From an optimization exercise on the open Yosys and OpenROAD flow, aimed at small area, a short achievable clock period and few clock cycles per item; shortcuts taken in it are not production practice. Function was not checked in any run shown here: the RTL went through the layout flow alone. No activity file was given, so power comes from the tool's default toggle rates.

`flow/design.v`:
```
module tone_ref_lookup (
    input  logic [6:0]        q,
    output logic signed [8:0] dref
);
    always_comb begin
        case (q)
            7'd0: dref = 9'sd0;
            7'd1: dref = -9'sd3;
            7'd2: dref = -9'sd6;
            7'd3: dref = -9'sd10;
            7'd4: dref = -9'sd13;
            7'd5: dref = -9'sd15;
            7'd6: dref = -9'sd18;
            7'd7: dref = -9'sd21;
            7'd8: dref = -9'sd24;
            7'd9: dref = -9'sd26;
            7'd10: dref = -9'sd29;
            7'd11: dref = -9'sd31;
            7'd12: dref = -9'sd34;
            7'd13: dref = -9'sd36;
            7'd14: dref = -9'sd38;
            7'd15: dref = -9'sd39;
            7'd16: dref = -9'sd41;
            7'd17: dref = -9'sd43;
            7'd18: dref = -9'sd44;
            7'd19: dref = -9'sd45;
            7'd20: dref = -9'sd46;
            7'd21: dref = -9'sd46;
            7'd22: dref = -9'sd47;
            7'd23: dref = -9'sd47;
            7'd24: dref = -9'sd46;
            7'd25: dref = -9'sd47;
            7'd26: dref = -9'sd46;
            7'd27: dref = -9'sd45;
            7'd28: dref = -9'sd44;
            7'd29: dref = -9'sd43;
            7'd30: dref = -9'sd41;
            7'd31: dref = -9'sd39;
            7'd32: dref = -9'sd37;
            7'd33: dref = -9'sd35;
            7'd34: dref = -9'sd32;
            7'd35: dref = -9'sd30;
            7'd36: dref = -9'sd27;
            7'd37: dref = -9'sd23;
            7'd38: dref = -9'sd20;
            7'd39: dref = -9'sd16;
            7'd40: dref = -9'sd11;
            7'd41: dref = -9'sd8;
            7'd42: dref = -9'sd3;
            7'd43: dref = 9'sd2;
            7'd44: dref = 9'sd6;
            7'd45: dref = 9'sd11;
            7'd46: dref = 9'sd17;
            7'd47: dref = 9'sd22;
            7'd48: dref = 9'sd27;
            7'd49: dref = 9'sd33;
            7'd50: dref = 9'sd39;
            7'd51: dref = 9'sd45;
            7'd52: dref = 9'sd51;
            7'd53: dref = 9'sd57;
            7'd54: dref = 9'sd63;
            7'd55: dref = 9'sd70;
            7'd56: dref = 9'sd76;
            7'd57: dref = 9'sd82;
            7'd58: dref = 9'sd89;
            7'd59: dref = 9'sd95;
            7'd60: dref = 9'sd101;
            7'd61: dref = 9'sd108;
            7'd62: dref = 9'sd115;
            7'd63: dref = 9'sd121;
            7'd64: dref = 9'sd127;
            7'd65: dref = 9'sd133;
            7'd66: dref = 9'sd139;
            7'd67: dref = 9'sd146;
            7'd68: dref = 9'sd151;
            7'd69: dref = 9'sd157;
            7'd70: dref = 9'sd163;
            7'd71: dref = 9'sd168;
            7'd72: dref = 9'sd174;
            7'd73: dref = 9'sd178;
            7'd74: dref = 9'sd183;
            7'd75: dref = 9'sd187;
            7'd76: dref = 9'sd193;
            7'd77: dref = 9'sd197;
            7'd78: dref = 9'sd201;
            7'd79: dref = 9'sd203;
            7'd80: dref = 9'sd207;
            7'd81: dref = 9'sd210;
            7'd82: dref = 9'sd213;
            7'd83: dref = 9'sd215;
            7'd84: dref = 9'sd218;
            7'd85: dref = 9'sd220;
            7'd86: dref = 9'sd221;
            7'd87: dref = 9'sd222;
            7'd88: dref = 9'sd223;
            7'd89: dref = 9'sd224;
            7'd90: dref = 9'sd224;
            7'd91: dref = 9'sd223;
            7'd92: dref = 9'sd223;
            7'd93: dref = 9'sd222;
            7'd94: dref = 9'sd220;
            7'd95: dref = 9'sd219;
            7'd96: dref = 9'sd217;
            7'd97: dref = 9'sd215;
            7'd98: dref = 9'sd211;
            7'd99: dref = 9'sd209;
            7'd100: dref = 9'sd206;
            7'd101: dref = 9'sd201;
            7'd102: dref = 9'sd198;
            7'd103: dref = 9'sd193;
            7'd104: dref = 9'sd188;
            7'd105: dref = 9'sd183;
            7'd106: dref = 9'sd177;
            7'd107: dref = 9'sd172;
            7'd108: dref = 9'sd166;
            7'd109: dref = 9'sd159;
            7'd110: dref = 9'sd152;
            7'd111: dref = 9'sd145;
            7'd112: dref = 9'sd139;
            7'd113: dref = 9'sd131;
            7'd114: dref = 9'sd124;
            7'd115: dref = 9'sd116;
            7'd116: dref = 9'sd108;
            7'd117: dref = 9'sd99;
            7'd118: dref = 9'sd91;
            7'd119: dref = 9'sd82;
            7'd120: dref = 9'sd74;
            7'd121: dref = 9'sd65;
            7'd122: dref = 9'sd56;
            7'd123: dref = 9'sd47;
            7'd124: dref = 9'sd37;
            7'd125: dref = 9'sd28;
            7'd126: dref = 9'sd18;
            7'd127: dref = 9'sd9;
            default: dref = 9'sd0;
        endcase
    end
endmodule
module fsk_mul (
    input  logic [3:0]  neg,
    input  logic [3:0]  one,
    input  logic [3:0]  two,
    input  logic [8:0]  d,
    output logic [23:0] pr0,
    output logic [23:0] pr1
);
    logic pp1, pp2, pp3, pp4, pp5, pp6, pp7, pp8, pp9, pp10, pp11, pp12, pp13, pp14, pp15, pp16;
    logic pp17, pp18, pp19, pp20, pp21, pp22, pp23, pp24, pp25, pp26, pp27, pp28, pp29, pp30, pp31, pp32;
    logic pp33, pp34, pp35, pp36, pp37, pp38, pp39, pp40, hs41, hc42, hs43, hc44, hs45, hc46, fs47, fc48;
    logic hs49, hc50, hs51, hc52, hs53, hc54, fs55, fc56, fs57, fc58, fs59, fc60, fs61, fc62, fs63, fc64;
    logic fs65, fc66, hs67, hc68, hs69, hc70, hs71, hc72, fs73, fc74, fs75, fc76, fs77, fc78, fs79, fc80;
    logic fs81, fc82, fs83, fc84, fs85, fc86, fs87, fc88, fs89, fc90, fs91, fc92, hs93, hc94;
    assign pp1 = (one[0] & d[0]) ^ neg[0];
    assign pp2 = ((one[0] & d[1]) | (two[0] & d[0])) ^ neg[0];
    assign pp3 = ((one[0] & d[2]) | (two[0] & d[1])) ^ neg[0];
    assign pp4 = ((one[0] & d[3]) | (two[0] & d[2])) ^ neg[0];
    assign pp5 = ((one[0] & d[4]) | (two[0] & d[3])) ^ neg[0];
    assign pp6 = ((one[0] & d[5]) | (two[0] & d[4])) ^ neg[0];
    assign pp7 = ((one[0] & d[6]) | (two[0] & d[5])) ^ neg[0];
    assign pp8 = ((one[0] & d[7]) | (two[0] & d[6])) ^ neg[0];
    assign pp9 = ((one[0] & d[8]) | (two[0] & d[7])) ^ neg[0];
    assign pp10 = ~(((one[0] & d[8]) | (two[0] & d[8])) ^ neg[0]);
    assign pp11 = (one[1] & d[0]) ^ neg[1];
    assign pp12 = ((one[1] & d[1]) | (two[1] & d[0])) ^ neg[1];
    assign pp13 = ((one[1] & d[2]) | (two[1] & d[1])) ^ neg[1];
    assign pp14 = ((one[1] & d[3]) | (two[1] & d[2])) ^ neg[1];
    assign pp15 = ((one[1] & d[4]) | (two[1] & d[3])) ^ neg[1];
    assign pp16 = ((one[1] & d[5]) | (two[1] & d[4])) ^ neg[1];
    assign pp17 = ((one[1] & d[6]) | (two[1] & d[5])) ^ neg[1];
    assign pp18 = ((one[1] & d[7]) | (two[1] & d[6])) ^ neg[1];
    assign pp19 = ((one[1] & d[8]) | (two[1] & d[7])) ^ neg[1];
    assign pp20 = ~(((one[1] & d[8]) | (two[1] & d[8])) ^ neg[1]);
    assign pp21 = (one[2] & d[0]) ^ neg[2];
    assign pp22 = ((one[2] & d[1]) | (two[2] & d[0])) ^ neg[2];
    assign pp23 = ((one[2] & d[2]) | (two[2] & d[1])) ^ neg[2];
    assign pp24 = ((one[2] & d[3]) | (two[2] & d[2])) ^ neg[2];
    assign pp25 = ((one[2] & d[4]) | (two[2] & d[3])) ^ neg[2];
    assign pp26 = ((one[2] & d[5]) | (two[2] & d[4])) ^ neg[2];
    assign pp27 = ((one[2] & d[6]) | (two[2] & d[5])) ^ neg[2];
    assign pp28 = ((one[2] & d[7]) | (two[2] & d[6])) ^ neg[2];
    assign pp29 = ((one[2] & d[8]) | (two[2] & d[7])) ^ neg[2];
    assign pp30 = ~(((one[2] & d[8]) | (two[2] & d[8])) ^ neg[2]);
    assign pp31 = (one[3] & d[0]) ^ neg[3];
    assign pp32 = ((one[3] & d[1]) | (two[3] & d[0])) ^ neg[3];
    assign pp33 = ((one[3] & d[2]) | (two[3] & d[1])) ^ neg[3];
    assign pp34 = ((one[3] & d[3]) | (two[3] & d[2])) ^ neg[3];
    assign pp35 = ((one[3] & d[4]) | (two[3] & d[3])) ^ neg[3];
    assign pp36 = ((one[3] & d[5]) | (two[3] & d[4])) ^ neg[3];
    assign pp37 = ((one[3] & d[6]) | (two[3] & d[5])) ^ neg[3];
    assign pp38 = ((one[3] & d[7]) | (two[3] & d[6])) ^ neg[3];
    assign pp39 = ((one[3] & d[8]) | (two[3] & d[7])) ^ neg[3];
    assign pp40 = ~(((one[3] & d[8]) | (two[3] & d[8])) ^ neg[3]);
    assign hs41 = pp7 ^ pp15;
    assign hc42 = pp7 & pp15;
    assign hs43 = pp8 ^ pp16;
    assign hc44 = pp8 & pp16;
    assign hs45 = pp9 ^ pp17;
    assign hc46 = pp9 & pp17;
    assign fs47 = pp10 ^ pp18 ^ pp26;
    assign fc48 = (pp10 & pp18) | (pp10 & pp26) | (pp18 & pp26);
    assign hs49 = pp19 ^ pp27;
    assign hc50 = pp19 & pp27;
    assign hs51 = pp5 ^ pp13;
    assign hc52 = pp5 & pp13;
    assign hs53 = pp6 ^ pp14;
    assign hc54 = pp6 & pp14;
    assign fs55 = hs41 ^ pp23 ^ pp31;
    assign fc56 = (hs41 & pp23) | (hs41 & pp31) | (pp23 & pp31);
    assign fs57 = hs43 ^ pp24 ^ pp32;
    assign fc58 = (hs43 & pp24) | (hs43 & pp32) | (pp24 & pp32);
    assign fs59 = hs45 ^ pp25 ^ pp33;
    assign fc60 = (hs45 & pp25) | (hs45 & pp33) | (pp25 & pp33);
    assign fs61 = fs47 ^ pp34 ^ 1'b1;
    assign fc62 = (fs47 & pp34) | (fs47 & 1'b1) | (pp34 & 1'b1);
    assign fs63 = hs49 ^ pp35 ^ 1'b1;
    assign fc64 = (hs49 & pp35) | (hs49 & 1'b1) | (pp35 & 1'b1);
    assign fs65 = pp20 ^ pp28 ^ pp36;
    assign fc66 = (pp20 & pp28) | (pp20 & pp36) | (pp28 & pp36);
    assign hs67 = pp29 ^ pp37;
    assign hc68 = pp29 & pp37;
    assign hs69 = pp3 ^ pp11;
    assign hc70 = pp3 & pp11;
    assign hs71 = pp4 ^ pp12;
    assign hc72 = pp4 & pp12;
    assign fs73 = hs51 ^ pp21 ^ neg[2];
    assign fc74 = (hs51 & pp21) | (hs51 & neg[2]) | (pp21 & neg[2]);
    assign fs75 = hs53 ^ pp22 ^ hc52;
    assign fc76 = (hs53 & pp22) | (hs53 & hc52) | (pp22 & hc52);
    assign fs77 = fs55 ^ neg[3] ^ hc54;
    assign fc78 = (fs55 & neg[3]) | (fs55 & hc54) | (neg[3] & hc54);
    assign fs79 = fs57 ^ hc42 ^ fc56;
    assign fc80 = (fs57 & hc42) | (fs57 & fc56) | (hc42 & fc56);
    assign fs81 = fs59 ^ hc44 ^ fc58;
    assign fc82 = (fs59 & hc44) | (fs59 & fc58) | (hc44 & fc58);
    assign fs83 = fs61 ^ hc46 ^ fc60;
    assign fc84 = (fs61 & hc46) | (fs61 & fc60) | (hc46 & fc60);
    assign fs85 = fs63 ^ fc48 ^ fc62;
    assign fc86 = (fs63 & fc48) | (fs63 & fc62) | (fc48 & fc62);
    assign fs87 = fs65 ^ hc50 ^ fc64;
    assign fc88 = (fs65 & hc50) | (fs65 & fc64) | (hc50 & fc64);
    assign fs89 = hs67 ^ 1'b1 ^ fc66;
    assign fc90 = (hs67 & 1'b1) | (hs67 & fc66) | (1'b1 & fc66);
    assign fs91 = pp30 ^ pp38 ^ hc68;
    assign fc92 = (pp30 & pp38) | (pp30 & hc68) | (pp38 & hc68);
    assign hs93 = pp39 ^ 1'b1;
    assign hc94 = pp39 & 1'b1;
    assign pr0[0] = pp1;
    assign pr0[1] = pp2;
    assign pr0[2] = hs69;
    assign pr0[3] = hs71;
    assign pr0[4] = fs73;
    assign pr0[5] = fs75;
    assign pr0[6] = fs77;
    assign pr0[7] = fs79;
    assign pr0[8] = fs81;
    assign pr0[9] = fs83;
    assign pr0[10] = fs85;
    assign pr0[11] = fs87;
    assign pr0[12] = fs89;
    assign pr0[13] = fs91;
    assign pr0[14] = hs93;
    assign pr0[15] = pp40;
    assign pr0[16] = 1'b0;
    assign pr0[17] = 1'b0;
    assign pr0[18] = 1'b0;
    assign pr0[19] = 1'b0;
    assign pr0[20] = 1'b0;
    assign pr0[21] = 1'b0;
    assign pr0[22] = 1'b0;
    assign pr0[23] = 1'b0;
    assign pr1[0] = neg[0];
    assign pr1[1] = 1'b0;
    assign pr1[2] = neg[1];
    assign pr1[3] = hc70;
    assign pr1[4] = hc72;
    assign pr1[5] = fc74;
    assign pr1[6] = fc76;
    assign pr1[7] = fc78;
    assign pr1[8] = fc80;
    assign pr1[9] = fc82;
    assign pr1[10] = fc84;
    assign pr1[11] = fc86;
    assign pr1[12] = fc88;
    assign pr1[13] = fc90;
    assign pr1[14] = fc92;
    assign pr1[15] = hc94;
    assign pr1[16] = 1'b0;
    assign pr1[17] = 1'b0;
    assign pr1[18] = 1'b0;
    assign pr1[19] = 1'b0;
    assign pr1[20] = 1'b0;
    assign pr1[21] = 1'b0;
    assign pr1[22] = 1'b0;
    assign pr1[23] = 1'b0;
endmodule
module fsk_acc (
    input  logic [23:0] pr0,
    input  logic [23:0] pr1,
    input  logic [23:0] sm,
    input  logic [23:0] cm,
    output logic [23:0] nx0,
    output logic [23:0] nx1
);
    logic hs1, hc2, hs3, hc4, fs5, fc6, fs7, fc8, fs9, fc10, fs11, fc12, fs13, fc14, fs15, fc16;
    logic fs17, fc18, fs19, fc20, fs21, fc22, fs23, fc24, fs25, fc26, fs27, fc28, fs29, fc30, fs31, fc32;
    logic hs33, hc34, hs35, hc36, hs37, hc38, hs39, hc40, hs41, hc42, hs43, hc44, hs45, hc46, hs47, hc48;
    logic hs49, hc50, fs51, fc52, fs53, fc54, fs55, fc56, fs57, fc58, fs59, fc60, fs61, fc62, fs63, fc64;
    logic fs65, fc66, fs67, fc68, fs69, fc70, fs71, fc72, fs73, fc74, fs75, fc76, fs77, fc78, fs79, fc80;
    logic fs81, fc82, fs83, fc84, fs85, fc86, fs87, fc88, fs89, fc90, fs91, fc92, fs93, fc94, fs95, fc96;
    assign hs1 = cm[0] ^ sm[0];
    assign hc2 = cm[0] & sm[0];
    assign hs3 = cm[1] ^ sm[1];
    assign hc4 = cm[1] & sm[1];
    assign fs5 = cm[2] ^ sm[2] ^ pr0[2];
    assign fc6 = (cm[2] & sm[2]) | (cm[2] & pr0[2]) | (sm[2] & pr0[2]);
    assign fs7 = cm[3] ^ sm[3] ^ pr0[3];
    assign fc8 = (cm[3] & sm[3]) | (cm[3] & pr0[3]) | (sm[3] & pr0[3]);
    assign fs9 = cm[4] ^ sm[4] ^ pr0[4];
    assign fc10 = (cm[4] & sm[4]) | (cm[4] & pr0[4]) | (sm[4] & pr0[4]);
    assign fs11 = cm[5] ^ sm[5] ^ pr0[5];
    assign fc12 = (cm[5] & sm[5]) | (cm[5] & pr0[5]) | (sm[5] & pr0[5]);
    assign fs13 = cm[6] ^ sm[6] ^ pr0[6];
    assign fc14 = (cm[6] & sm[6]) | (cm[6] & pr0[6]) | (sm[6] & pr0[6]);
    assign fs15 = cm[7] ^ sm[7] ^ pr0[7];
    assign fc16 = (cm[7] & sm[7]) | (cm[7] & pr0[7]) | (sm[7] & pr0[7]);
    assign fs17 = cm[8] ^ sm[8] ^ pr0[8];
    assign fc18 = (cm[8] & sm[8]) | (cm[8] & pr0[8]) | (sm[8] & pr0[8]);
    assign fs19 = cm[9] ^ sm[9] ^ pr0[9];
    assign fc20 = (cm[9] & sm[9]) | (cm[9] & pr0[9]) | (sm[9] & pr0[9]);
    assign fs21 = cm[10] ^ sm[10] ^ pr0[10];
    assign fc22 = (cm[10] & sm[10]) | (cm[10] & pr0[10]) | (sm[10] & pr0[10]);
    assign fs23 = cm[11] ^ sm[11] ^ pr0[11];
    assign fc24 = (cm[11] & sm[11]) | (cm[11] & pr0[11]) | (sm[11] & pr0[11]);
    assign fs25 = cm[12] ^ sm[12] ^ pr0[12];
    assign fc26 = (cm[12] & sm[12]) | (cm[12] & pr0[12]) | (sm[12] & pr0[12]);
    assign fs27 = cm[13] ^ sm[13] ^ pr0[13];
    assign fc28 = (cm[13] & sm[13]) | (cm[13] & pr0[13]) | (sm[13] & pr0[13]);
    assign fs29 = cm[14] ^ sm[14] ^ pr0[14];
    assign fc30 = (cm[14] & sm[14]) | (cm[14] & pr0[14]) | (sm[14] & pr0[14]);
    assign fs31 = cm[15] ^ sm[15] ^ pr0[15];
    assign fc32 = (cm[15] & sm[15]) | (cm[15] & pr0[15]) | (sm[15] & pr0[15]);
    assign hs33 = cm[16] ^ sm[16];
    assign hc34 = cm[16] & sm[16];
    assign hs35 = cm[17] ^ sm[17];
    assign hc36 = cm[17] & sm[17];
    assign hs37 = cm[18] ^ sm[18];
    assign hc38 = cm[18] & sm[18];
    assign hs39 = cm[19] ^ sm[19];
    assign hc40 = cm[19] & sm[19];
    assign hs41 = cm[20] ^ sm[20];
    assign hc42 = cm[20] & sm[20];
    assign hs43 = cm[21] ^ sm[21];
    assign hc44 = cm[21] & sm[21];
    assign hs45 = cm[22] ^ sm[22];
    assign hc46 = cm[22] & sm[22];
    assign hs47 = cm[23] ^ sm[23];
    assign hc48 = cm[23] & sm[23];
    assign hs49 = hs1 ^ pr0[0];
    assign hc50 = hs1 & pr0[0];
    assign fs51 = hs3 ^ pr0[1] ^ hc2;
    assign fc52 = (hs3 & pr0[1]) | (hs3 & hc2) | (pr0[1] & hc2);
    assign fs53 = fs5 ^ pr1[2] ^ hc4;
    assign fc54 = (fs5 & pr1[2]) | (fs5 & hc4) | (pr1[2] & hc4);
    assign fs55 = fs7 ^ pr1[3] ^ fc6;
    assign fc56 = (fs7 & pr1[3]) | (fs7 & fc6) | (pr1[3] & fc6);
    assign fs57 = fs9 ^ pr1[4] ^ fc8;
    assign fc58 = (fs9 & pr1[4]) | (fs9 & fc8) | (pr1[4] & fc8);
    assign fs59 = fs11 ^ pr1[5] ^ fc10;
    assign fc60 = (fs11 & pr1[5]) | (fs11 & fc10) | (pr1[5] & fc10);
    assign fs61 = fs13 ^ pr1[6] ^ fc12;
    assign fc62 = (fs13 & pr1[6]) | (fs13 & fc12) | (pr1[6] & fc12);
    assign fs63 = fs15 ^ pr1[7] ^ fc14;
    assign fc64 = (fs15 & pr1[7]) | (fs15 & fc14) | (pr1[7] & fc14);
    assign fs65 = fs17 ^ pr1[8] ^ fc16;
    assign fc66 = (fs17 & pr1[8]) | (fs17 & fc16) | (pr1[8] & fc16);
    assign fs67 = fs19 ^ pr1[9] ^ fc18;
    assign fc68 = (fs19 & pr1[9]) | (fs19 & fc18) | (pr1[9] & fc18);
    assign fs69 = fs21 ^ pr1[10] ^ fc20;
    assign fc70 = (fs21 & pr1[10]) | (fs21 & fc20) | (pr1[10] & fc20);
    assign fs71 = fs23 ^ pr1[11] ^ fc22;
    assign fc72 = (fs23 & pr1[11]) | (fs23 & fc22) | (pr1[11] & fc22);
    assign fs73 = fs25 ^ pr1[12] ^ fc24;
    assign fc74 = (fs25 & pr1[12]) | (fs25 & fc24) | (pr1[12] & fc24);
    assign fs75 = fs27 ^ pr1[13] ^ fc26;
    assign fc76 = (fs27 & pr1[13]) | (fs27 & fc26) | (pr1[13] & fc26);
    assign fs77 = fs29 ^ pr1[14] ^ fc28;
    assign fc78 = (fs29 & pr1[14]) | (fs29 & fc28) | (pr1[14] & fc28);
    assign fs79 = fs31 ^ pr1[15] ^ fc30;
    assign fc80 = (fs31 & pr1[15]) | (fs31 & fc30) | (pr1[15] & fc30);
    assign fs81 = hs33 ^ 1'b1 ^ fc32;
    assign fc82 = (hs33 & 1'b1) | (hs33 & fc32) | (1'b1 & fc32);
    assign fs83 = hs35 ^ 1'b1 ^ hc34;
    assign fc84 = (hs35 & 1'b1) | (hs35 & hc34) | (1'b1 & hc34);
    assign fs85 = hs37 ^ 1'b1 ^ hc36;
    assign fc86 = (hs37 & 1'b1) | (hs37 & hc36) | (1'b1 & hc36);
    assign fs87 = hs39 ^ 1'b1 ^ hc38;
    assign fc88 = (hs39 & 1'b1) | (hs39 & hc38) | (1'b1 & hc38);
    assign fs89 = hs41 ^ 1'b1 ^ hc40;
    assign fc90 = (hs41 & 1'b1) | (hs41 & hc40) | (1'b1 & hc40);
    assign fs91 = hs43 ^ 1'b1 ^ hc42;
    assign fc92 = (hs43 & 1'b1) | (hs43 & hc42) | (1'b1 & hc42);
    assign fs93 = hs45 ^ 1'b1 ^ hc44;
    assign fc94 = (hs45 & 1'b1) | (hs45 & hc44) | (1'b1 & hc44);
    assign fs95 = hs47 ^ 1'b1 ^ hc46;
    assign fc96 = (hs47 & 1'b1) | (hs47 & hc46) | (1'b1 & hc46);
    assign nx0[0] = hs49;
    assign nx0[1] = fs51;
    assign nx0[2] = fs53;
    assign nx0[3] = fs55;
    assign nx0[4] = fs57;
    assign nx0[5] = fs59;
    assign nx0[6] = fs61;
    assign nx0[7] = fs63;
    assign nx0[8] = fs65;
    assign nx0[9] = fs67;
    assign nx0[10] = fs69;
    assign nx0[11] = fs71;
    assign nx0[12] = fs73;
    assign nx0[13] = fs75;
    assign nx0[14] = fs77;
    assign nx0[15] = fs79;
    assign nx0[16] = fs81;
    assign nx0[17] = fs83;
    assign nx0[18] = fs85;
    assign nx0[19] = fs87;
    assign nx0[20] = fs89;
    assign nx0[21] = fs91;
    assign nx0[22] = fs93;
    assign nx0[23] = fs95;
    assign nx1[0] = pr1[0];
    assign nx1[1] = hc50;
    assign nx1[2] = fc52;
    assign nx1[3] = fc54;
    assign nx1[4] = fc56;
    assign nx1[5] = fc58;
    assign nx1[6] = fc60;
    assign nx1[7] = fc62;
    assign nx1[8] = fc64;
    assign nx1[9] = fc66;
    assign nx1[10] = fc68;
    assign nx1[11] = fc70;
    assign nx1[12] = fc72;
    assign nx1[13] = fc74;
    assign nx1[14] = fc76;
    assign nx1[15] = fc78;
    assign nx1[16] = fc80;
    assign nx1[17] = fc82;
    assign nx1[18] = fc84;
    assign nx1[19] = fc86;
    assign nx1[20] = fc88;
    assign nx1[21] = fc90;
    assign nx1[22] = fc92;
    assign nx1[23] = fc94;
endmodule
module symbol_decider (
    input  logic        sys_clk,
    input  logic        rst_n,
    input  logic        push,
    input  logic        push_bit,
    output logic [2:0]  qv,
    output logic        symbol,
    output logic        symbol_valid,
    input  logic        symbol_ready
);
    logic [2:0] qd;
    logic [2:0] nv;
    logic [2:0] nd;
    logic       pop;
    assign pop          = qv[0] && symbol_ready;
    assign symbol       = qd[0];
    assign symbol_valid = qv[0];
    always_comb begin
        nv = pop ? {1'b0, qv[2:1]} : qv;
        nd = pop ? {qd[2], qd[2:1]} : qd;
        if (push) begin
            if (!nv[0])      nd[0] = push_bit;
            else if (!nv[1]) nd[1] = push_bit;
            else             nd[2] = push_bit;
            nv = {nv[1:0], 1'b1};
        end
    end
    always_ff @(posedge sys_clk or negedge rst_n) begin
        if (!rst_n) qv <= '0;
        else        qv <= nv;
    end
    always_ff @(posedge sys_clk) begin
        qd <= nd;
    end
endmodule
module fsk_demod (
    input  logic         sys_clk,
    input  logic         rst_n,
    input  logic [15:0]  sample_in,       
    input  logic         sample_valid,
    output logic         sample_ready,
    output logic         symbol,          
    output logic         symbol_valid,
    input  logic         symbol_ready
);
    localparam int W = 24;
    logic       rdy;
    logic       take;
    logic [7:0] ph1;
    logic [7:0] s1;
    logic       l1;
    assign sample_ready = rdy;
    assign take         = sample_valid && rdy;
    always_ff @(posedge sys_clk) begin
        ph1 <= sample_in[15:8];
        s1  <= sample_in[7:0] & {8{take}};
    end
    always_ff @(posedge sys_clk or negedge rst_n) begin
        if (!rst_n) l1 <= 1'b0;
        else        l1 <= take && (sample_in[15:8] == 8'hFF);
    end
    logic [7:0]        fold;       
    logic signed [8:0] dhalf;
    logic [8:0]        se;
    logic [3:0]        neg_n, one_n, two_n;
    logic [3:0]        neg2, one2, two2;
    logic [8:0]        d2;
    logic              l2;
    assign fold = ph1[7] ? 8'd0 - ph1 : ph1;
    tone_ref_lookup u_lookup (.q(fold[6:0]), .dref(dhalf));
    always_comb begin
        se = {s1, 1'b0};
        for (int i = 0; i < 4; i++) begin
            neg_n[i] = se[2*i+2];
            one_n[i] = se[2*i+1] ^ se[2*i];
            two_n[i] = (se[2*i+2] & ~se[2*i+1] & ~se[2*i]) | (~se[2*i+2] & se[2*i+1] & se[2*i]);
        end
    end
    always_ff @(posedge sys_clk) begin
        d2   <= fold[7] ? 9'd0 : dhalf;     
        neg2 <= neg_n ^ {4{ph1[7]}};
        one2 <= one_n;
        two2 <= two_n;
    end
    logic [W-1:0] pr0, pr1, pr0_n, pr1_n;
    logic         l3;
    fsk_mul u_mul (.neg(neg2), .one(one2), .two(two2), .d(d2), .pr0(pr0_n), .pr1(pr1_n));
    always_ff @(posedge sys_clk) begin
        pr0 <= pr0_n;
        pr1 <= pr1_n;
    end
    logic [W-1:0] acc_s, acc_c;
    logic [W-1:0] nx_s, nx_c;
    logic         restart;    
    logic         l4;         
    logic [1:0]   flush;      
    fsk_acc u_acc (
        .pr0 (pr0),
        .pr1 (pr1),
        .sm  (acc_s | {W{restart}}),
        .cm  (acc_c & ~{W{restart}}),
        .nx0 (nx_s),
        .nx1 (nx_c)
    );
    always_ff @(posedge sys_clk) begin
        acc_s <= nx_s;
        acc_c <= nx_c;
    end
    always_ff @(posedge sys_clk or negedge rst_n) begin
        if (!rst_n) begin
            l2      <= 1'b0;
            l3      <= 1'b0;
            l4      <= 1'b0;
            flush   <= 2'b11;
            restart <= 1'b1;
        end else begin
            l2      <= l1;
            l3      <= l2;
            l4      <= l3;
            flush   <= {flush[0], 1'b0};
            restart <= l3 || flush[1];
        end
    end
    logic [W-1:0] total;
    logic         dec;        
    logic         l5;
    assign total = acc_s + acc_c;
    always_ff @(posedge sys_clk) begin
        dec <= !total[W-1];
    end
    always_ff @(posedge sys_clk or negedge rst_n) begin
        if (!rst_n) l5 <= 1'b0;
        else        l5 <= l4;
    end
    logic [2:0] qv;
    symbol_decider u_queue (
        .sys_clk      (sys_clk),
        .rst_n        (rst_n),
        .push         (l5),
        .push_bit     (dec),
        .qv           (qv),
        .symbol       (symbol),
        .symbol_valid (symbol_valid),
        .symbol_ready (symbol_ready)
    );
    logic [5:0] ends;
    logic       at_most_one;
    assign ends = {qv[0], l1, l2, l3, l4, l5};
    always_comb begin
        at_most_one = 1'b1;
        for (int i = 0; i < 6; i++)
            for (int j = i + 1; j < 6; j++)
                if (ends[i] && ends[j]) at_most_one = 1'b0;
    end
    always_ff @(posedge sys_clk or negedge rst_n) begin
        if (!rst_n) rdy <= 1'b0;
        else        rdy <= !qv[1] && at_most_one;
    end
endmodule
```
`flow/flow/run.sh`:
```
#!/bin/bash
# Own flow: the standard layout, with two changes.
#  1. Synthesis: the standard script, except that synth's "fine" step skips its quick abc
#     (so extract_fa sees the RTL's adders unscrambled) and the final abc uses an area
#     script with deepsyn (flow/abc_deep.script). The result is used only when it holds
#     exactly the standard synthesis's registers (names and cell types); otherwise the
#     standard synthesis is kept.
#  2. Port buffers are plain buffers (BUFFER_PORTS_ARGS) instead of the delay cells the
#     resizer picks by default.
# Every tool's output goes to a log file of its own in this folder.
set -u
W=$PWD
F=$W/flow
R=$W/orfs/results/$FLOW_PLATFORM/fsk_demod/base
PORTS='BUFFER_PORTS_ARGS=-buffer_cell sky130_fd_sc_hd__buf_4'

bash standard.sh synth > $W/log_standard_synth.txt 2>&1 || { echo "standard synth failed"; exit 1; }
cp $R/1_2_yosys.v $W/standard_1_2_yosys.v

# modified copy of ORFS's synth.tcl and of the standard flow's synthesis script
mkdir -p $W/mysynth
sed -e 's|^\(\s*synth -top $::env(DESIGN_NAME) -run fine: {\*}$synth_full_args\)|\1 -noabc|' \
    -e "s|^source \$::env(SCRIPTS_DIR)/synth_preamble.tcl|&\nset abc_args [lreplace \$abc_args 1 1 $F/abc_deep.script]|" \
    $FLOW_HOME/scripts/synth.tcl > $W/mysynth/synth.tcl
sed "s|source \$::env(SCRIPTS_DIR)/synth.tcl|source $W/mysynth/synth.tcl|" $W/synth_recipe.tcl > $W/mysynth/synth_recipe.tcl

if make -C $FLOW_HOME DESIGN_CONFIG=$W/config.mk WORK_HOME=$W/mysynth/orfs CLKGATE_MAP_FILE= \
     SYNTH_SCRIPT=$W/mysynth/synth_recipe.tcl synth > $W/log_my_synth.txt 2>&1; then
  M=$W/mysynth/orfs/results/$FLOW_PLATFORM/fsk_demod/base/1_2_yosys.v
  if python3 $F/regcmp.py $W/standard_1_2_yosys.v $M > $W/log_regcmp.txt 2>&1; then
    cp $M $R/1_2_yosys.v
    rm -f $R/1_synth.odb $R/1_synth.sdc
    echo "using the modified synthesis"
  else
    echo "registers differ: keeping the standard synthesis"
  fi
else
  echo "modified synthesis failed: keeping the standard synthesis"
fi

bash standard.sh "$PORTS" finish > $W/log_standard_finish.txt 2>&1 || { echo "layout failed"; exit 1; }
test -f $W/out/final.def
```
`flow/flow/abc_deep.script`:
```
strash
&get -n
&deepsyn -T 45 -S 1
&put
dch -f
map -a
topo
stime -c
buffer -c
upsize -c
dnsize -c
```
`flow/flow/regcmp.py`:
```
# regcmp.py STD.v NEW.v: exit 0 when both netlists hold the same registers
# (same instance names, same cell types, drive strength aside).
import re, sys

def regs(path):
    txt = open(path).read()
    out = {}
    for typ, name in re.findall(r'^\s*(sky130_fd_sc_hd__\w+)\s+(\S+)\s*\(', txt, re.M):
        base = typ.replace('sky130_fd_sc_hd__', '')
        if re.match(r'(e?df|dl|sdf|sedf)', base):
            out[name] = re.sub(r'_\d+$', '', base)
    return out

a, b = regs(sys.argv[1]), regs(sys.argv[2])
if a != b or not a:
    print("register mismatch:", len(a), len(b))
    for k in sorted(set(a) | set(b)):
        if a.get(k) != b.get(k):
            print("  ", k, a.get(k), b.get(k))
    sys.exit(1)
print("registers match:", len(a))
```
`flow/standard.sh`:
```
#!/bin/bash
# synth_recipe.tcl (not shown) runs the flow's synth.tcl, then flattens the netlist and writes it again
# the make line also repeats each setting of config.mk as NAME=value (left out here)
make -C /OpenROAD-flow-scripts/flow DESIGN_CONFIG=/design/flow/config.mk WORK_HOME=/design/flow/orfs CLKGATE_MAP_FILE= SYNTH_SCRIPT=/design/flow/synth_recipe.tcl "${@:-finish}"
```
`flow/config.mk`:
```
export PLATFORM = sky130hd
export DESIGN_NAME = fsk_demod
export DESIGN_NICKNAME = fsk_demod
export VERILOG_FILES = /design/flow/design.v
export SDC_FILE = /design/flow/constraint.sdc
export NUM_CORES = 4
export LEC_CHECK = 0
export CAP_MARGIN = 20
export CORE_MARGIN = 2
export CORE_UTILIZATION = 40
export SETUP_SLACK_MARGIN = 3.4
export SLEW_MARGIN = 20
```
`flow/constraint.sdc`:
```
create_clock -name core_clock -period 6.0 [get_ports {sys_clk}]
set_input_delay 1.2000 -clock core_clock [delete_from_list [all_inputs] [get_ports {sys_clk}]]
set_output_delay 1.2000 -clock core_clock [all_outputs]
set_load 0.01 [all_outputs]
```
==> flow_metrics.tcl, run 1 <==
set metrics [dict create \
    firstDrtPassIters 6 \
    worst-path-max-fanout 7 \
    hold-path-cell-count 0 \
    r2r_start "ph1[0]" \
    finalWirelength_mm 14.4 \
    cp.buffers_inverters 4 \
    drv_slew 0 \
    syn_area_per_cell_um2 9.12 \
    n_antenna_cell 0 \
    drt_iter0_drc 443 \
    hp-start "nx_c[0]" \
    path_clk_slew_ps 60 \
    cpPeakStageDelay_ps 380 \
    die_h_um 138 \
    r2r-end "d2[1]" \
    worstSetupStartpointType "register" \
    synthToLayoutAreaGrowth_pct 16.4 \
    grt_overflow_total 0 \
    setup_viol 0 \
    insertion_delay_ps 420 \
    p_per_area_nw_per_um2 471 \
    antenna_found_initial 0 \
    grt_use_total_pct 15.6 \
    ys_warn_count 3 \
    power_leakage_nw 3.88 \
    min_to "acc_c[0]" \
    cts-root-buf "clkbuf_16" \
    dieArea_um2 19100 \
    cts_max_level 4 \
    crit_required_ps 6290 \
    cts_buffers 17 \
    fillers 1721 \
    drv_cap 0 \
    cts_tree "done" \
    period_minus_slack_ps 2450 \
    instances_no_fill 1068 \
    fin_crit_sh_pct 40.9 \
    cts_num_sinks 132 \
    grt_pass1_wl_mm 24.0 \
    rsz0062_at_grt "no" \
    grt_max_degree 48 \
    status "timing/DRC/antenna clean" \
    syn_nets 909 \
    skew_ps 7.38 \
    critical_path.slowest_cell "dfxtp_4" \
    ioPinCount 23 \
    cp.arrival_ps 2740 \
    drive_gt1_share_pct 17.9 \
    drc 0 \
    max_freq_ghz 0.407 \
    dp_hpwl_mm 11.0 \
    ir_worst_vdd_v 0.000255 \
    place.gp.congestion 0.948 \
    dp.cells 1027 \
    numPortBuffers 22 \
    path_class "reg -> reg" \
    grt_pass1_vias 5071 \
    ff2ff_setup_slack_ps 3550 \
    reg2regPathDepth 16 \
    tns_ps 0 \
    end_kind "register" \
    syn-instance-count 792 \
    finalHoldViolations 0 \
    multiInputGateArea_um2 3930 \
    crit_top_cell "inv_2" \
    syn_area_um2 7220 \
    path_cells "clkinvlp_4 > ha_1 > nor3b_4 > nor2_8 > nor2_4 > inv_2 > a21oi_4 > inv_2 > nor2_2 > a21oi_2 > inv_2 > a21oi_1 > o21ai_1 > nand2_1 > a21oi_1 > o32ai_1" \
    hold_path_class "reg -> reg" \
    max-slew-margin-rel_pct 48.5 \
    final-seq-area_um2 2730 \
    start_util_pct 40.5 \
    fp.coreArea_um2 17800 \
    critPathLaunch "ph1[0]" \
    die_w_um 138 \
    ant_nets 0 \
    fin_nets 943 \
    tightestPinTransition_ps 772 \
    wl_per_cell_um 13.5 \
    vias 5196 \
    placementRows 49 \
    power.total_mw 3.96 \
    vias_per_cell 4.87 \
    critical_path.top_delay_family "simple AND/OR/NAND/NOR gates" \
    clockBufferDepth 2 \
    ctsHoldBuffers 0 \
]
-- stage by stage --
stage / area, um^2 / utilization, % / hold WS (ps) / setup WS, ps
floorplan: 7220 / - / 310 / 3540
global placement: 7590 / 42.6 / 313 / 3000
detailed placement: 7590 / 42.6 / 323 / 2990
CTS: 8290 / 46.4 / 335 / 3400
global route: 8410 / 47.1 / 339 / 3390
finish: 8410 / 47.1 / 332 / 3550
-- sequential cells by signal (all words and copies together) (netlist names) --
name and count:
ph1 8, neg2 4, l5 1, pr1 14, u_queue.qd 3, s1 8, l3 1, pr0 16
rdy 1, flush 2, u_queue.qv 3, restart 1, one2 4, d2 9, two2 4, dec 1
acc_c 24, l2 1, l4 1, nx_c 1, l1 1, acc_s 24
-- area by class of cell --
type / count / area share [%]
well taps: 229 / 3.41
flip-flops and latches: 132 / 32.4
repair buffers: 32 / 2.86
inverters: 152 / 6.92
clock inverters: 11 / 2.07
clock buffers: 21 / 5.59
multi-input cells: 491 / 46.7
-- how the worst max path moves through the flow --
stage          cells past startpoint  slack, ps     end
2_1_floorplan                      7       3540  pr0[9]
3_3_place_gp                      12       3000   d2[0]
3_5_place_dp                      12       2990   d2[0]
4_1_cts                           14       3400   d2[6]
5_1_grt                           14       3390   d2[3]
6_report                          16       3550   d2[1]
-- timing repair --
item	4_1_cts	5_1_grt
buffers inserted	3	6
pin swaps	0	5
setup endpoints to repair	9	11
resized for setup	8	25
-- metal layers --
layer  track usage, %  part of all wire, %  vias up
met4             7.95                  3.1        0
met3             3.91                  5.1       41
met1             20.0                   45     2358
met2             24.5                   46      181
met5                0                    0        -
li1                 -                    -     2616
-- placed cells by master, fill, tap and decap left out, types with 7 or more instances in the layout --
cell type and count:
nand2_1 34, or2_2 24, clkbuf_16 17, nor2_1 101, o22ai_1 33, ha_1 54, fa_1 43, buf_4 32
xor2_1 40, dfxtp_1 114, a21oi_1 20, inv_1 135, nor2_2 11, nor3_1 14, dfrtp_1 9, inv_2 12
a31oi_1 7, o21ai_0 22, o21ai_1 13
-- power by group --
group          switching, mW  total [mW]  internal [mW]
clock network          0.374        1.10          0.730
registers              0.186        1.41           1.22
logic                  0.801        1.45          0.651
==> inputs of run 2 (changes only) <==
--- a/flow/config.mk
+++ b/flow/config.mk
@@ -8,5 +8,5 @@
 export CAP_MARGIN = 20
 export CORE_MARGIN = 2
 export CORE_UTILIZATION = 40
-export SETUP_SLACK_MARGIN = 3.4
+export SETUP_SLACK_MARGIN = 3.7
 export SLEW_MARGIN = 20
==> run 2 against run 1 <==
  * Still clean on timing, DRC and antenna
  * Power up 2.7%
  * Setup slack better by 87 ps
  * Critical path depth down 2
  * Cell area up 7.3%
  * Synthesized cell count unchanged
  * Sequential power about the same
  * Critical endpoint is now d2[0]
  * Largest power group unchanged
==> flow_metrics.tcl, run 2 <==
set metrics [dict create \
    tns_ps 0 \
    max-slew-margin-rel_pct 60.1 \
    power_leakage_nw 4.09 \
    cts_tree "done" \
    synthToLayoutAreaGrowth_pct 24.9 \
    cp.arrival_ps 2670 \
    worst_slack_ps 3630 \
    placementRows 49 \
    fin_crit_sh_pct 39.5 \
    clockBufferDepth 2 \
    rsz0062_at_grt "yes" \
    wl_per_cell_um 13.9 \
    vias 5410 \
    utilization_pct 50.6 \
    ant_nets 0 \
    dpl-instance-area_um2 7600 \
    dp_hpwl_mm 10.8 \
    grt_pass1_vias 5250 \
    cts-root-buf "clkbuf_16" \
    syn_area_per_cell_um2 9.12 \
    worst-path-max-fanout 6 \
    period_minus_slack_ps 2370 \
    dieArea_um2 19100 \
    drv_slew 0 \
    fp.coreArea_um2 17800 \
    ys_warn_count 3 \
    path_clk_slew_ps 60 \
    syn-instance-count 792 \
    die_w_um 138 \
    final_area_um2 9020 \
    drv_cap 0 \
    p_per_area_nw_per_um2 451 \
    numPortBuffers 22 \
    start_util_pct 40.5 \
    status "timing/DRC/antenna clean" \
    crit_required_ps 6300 \
    n_antenna_cell 0 \
    drc 0 \
    vias_per_cell 4.88 \
    die_h_um 138 \
    fillers 1618 \
    drive_gt1_share_pct 28.4 \
    worstSetupStartpointType "register" \
    cts_max_level 4 \
    hold_path_class "reg -> reg" \
    layout.cells.most_common "inv_1" \
    grt_use_total_pct 15.7 \
    place.gp.congestion 0.930 \
    skew_ps 7.45 \
    final_cell_mix "inv_1, dfxtp_1, nor2_1, buf_4, ha_1" \
    cts_num_sinks 132 \
    syn_area_um2 7220 \
    ioPinCount 23 \
    finalWirelength_mm 15.4 \
    grt_max_degree 48 \
    setup_viol 0 \
    tightestPinTransition_ps 593 \
    antenna_found_initial 0 \
    grt_overflow_total 0 \
    cts_buffers 17 \
    post-place-ws_ps 3060 \
    finalHoldViolations 0 \
    power.total_mw 4.07 \
    insertion_delay_ps 420 \
    syn_nets 909 \
    ctsHoldBuffers 0 \
    end_kind "register" \
    firstDrtPassIters 4 \
    path_class "reg -> reg" \
    ir_worst_vdd_v 0.000221 \
    grt_pass1_wl_mm 24.5 \
    fin_nets 983 \
    largestRegisters "acc_c (24), acc_s (24), pr0 (16)" \
    drt_iter0_drc 297 \
    max_freq_ghz 0.422 \
]
run 2: changes by cell type in the layout (fill, tap and decap cells not counted), moves of 4 or more:
cell     delta
buf_4      +36
nor2_4     +11
inv_2      +14
o22ai_1     -4
dfxtp_1     -8
dfxtp_2     +7
inv_1      -17
nor2_1     -12
run 2: path summary, 6_finish.rpt:
| path | cells past startpoint | startpoint | endpoint | slack (ps) |
|---|---|---|---|---|
| worst max-delay path | 14 | ph1[0] | d2[0] | 3630 |
| worst min-delay path | 0 | nx_c[0] | acc_c[0] | 320 |
| worst max register to register | 14 | ph1[0] | d2[0] | 3630 |
| worst min register to register | 0 | nx_c[0] | acc_c[0] | 320 |
| max in group asynchronous | 1 | rst_n | restart | 5170 |
| min in group asynchronous | 1 | rst_n | rdy | 610 |
run 2: metrics by stage:
step / hold slack, ps / instances
5_1_grt: 330 / 1108
4_1_cts: 327 / 1071
6_report: 319 / 1108
3_5_place_dp: 315 / 1027
2_1_floorplan: 310 / 792
3_3_place_gp: 312 / 1027
run 2: repair_timing:
| action | 4_1_cts | 5_1_grt |
|---|---|---|
| gates resized for setup | 55 | 75 |
| endpoints found under the setup margin | 35 | 16 |
| setup buffers | 12 | 35 |
| cloned | 0 | 2 |
| pin swaps | 14 | 40 |
run 2: routing by layer:
layer / up-vias / GRT usage (%) / wire [um]
met3: 50 / 3.78 / 688
met5: - / 0 / 0
met4: 0 / 7.84 / 544
li1: 2688 / - / -
met2: 152 / 25.0 / 7360
met1: 2520 / 20.0 / 6780
run 2: power by group:
part           switching [mW]  leakage (nW)  internal [mW]
Sequential              0.192          1.16           1.22
Combinational           0.859          2.64          0.725
Clock                   0.378         0.287          0.691
run 2: area by class of cell:
cell class                 count  area [um^2]  share of cell area (%)
multi-input combinational    491         4230                    46.8
sequential                   132         2740                    30.4
inverter                     152          603                    6.68
timing repair buffer          72          549                    6.09
clock buffer                  18          429                    4.76
tap                          229          287                    3.18
clock inverter                14          185                    2.05
run 2: worst max-delay path, stage by stage, from the launching register on:
cell,delay (ps)
dfxtp_4,390
inv_8,40
ha_4,160
nor3b_4,290
nor2_8,100
buf_6,130
nor2_4,140
nor2_4,50
nor2_2,130
nor2_2,70
or3_4,400
o311ai_4,70
o31ai_1,100
o21ai_1,130
a21oi_1,50

## port drivers added, routing unchanged
The flow's constraints put no driver on any port. The routed layouts listed below were extracted and timed again, unchanged, in two steps.
Step 1 (the two cells are an assumption about what drives the block):
set clk [get_ports {sys_clk}]
set_driving_cell -lib_cell sky130_fd_sc_hd__clkbuf_16 $clk
set_driving_cell -lib_cell sky130_fd_sc_hd__buf_2 [delete_from_list [all_inputs] $clk]
Step 2 also shifts input and output timing later by t, the mid clock arrival at the registers, as if the neighbouring blocks saw the same clock.
a / b / c = ideal ports / drivers / drivers and shift; a / b = the first two.
run	shift t [ns]	setup slack, ns	clock arrival spread, ns	slew at the worst register clock pin (ns)	worst slew at a driven data input, ns
run 1	0.455	3.545 / 3.545 / 3.545	0.007 / 0.007	0.06 / 0.06	0.04
run 2	0.454	3.633 / 3.633 / 3.633	0.008 / 0.008	0.06 / 0.06	0.04
After both steps setup and hold are still met in every run listed.
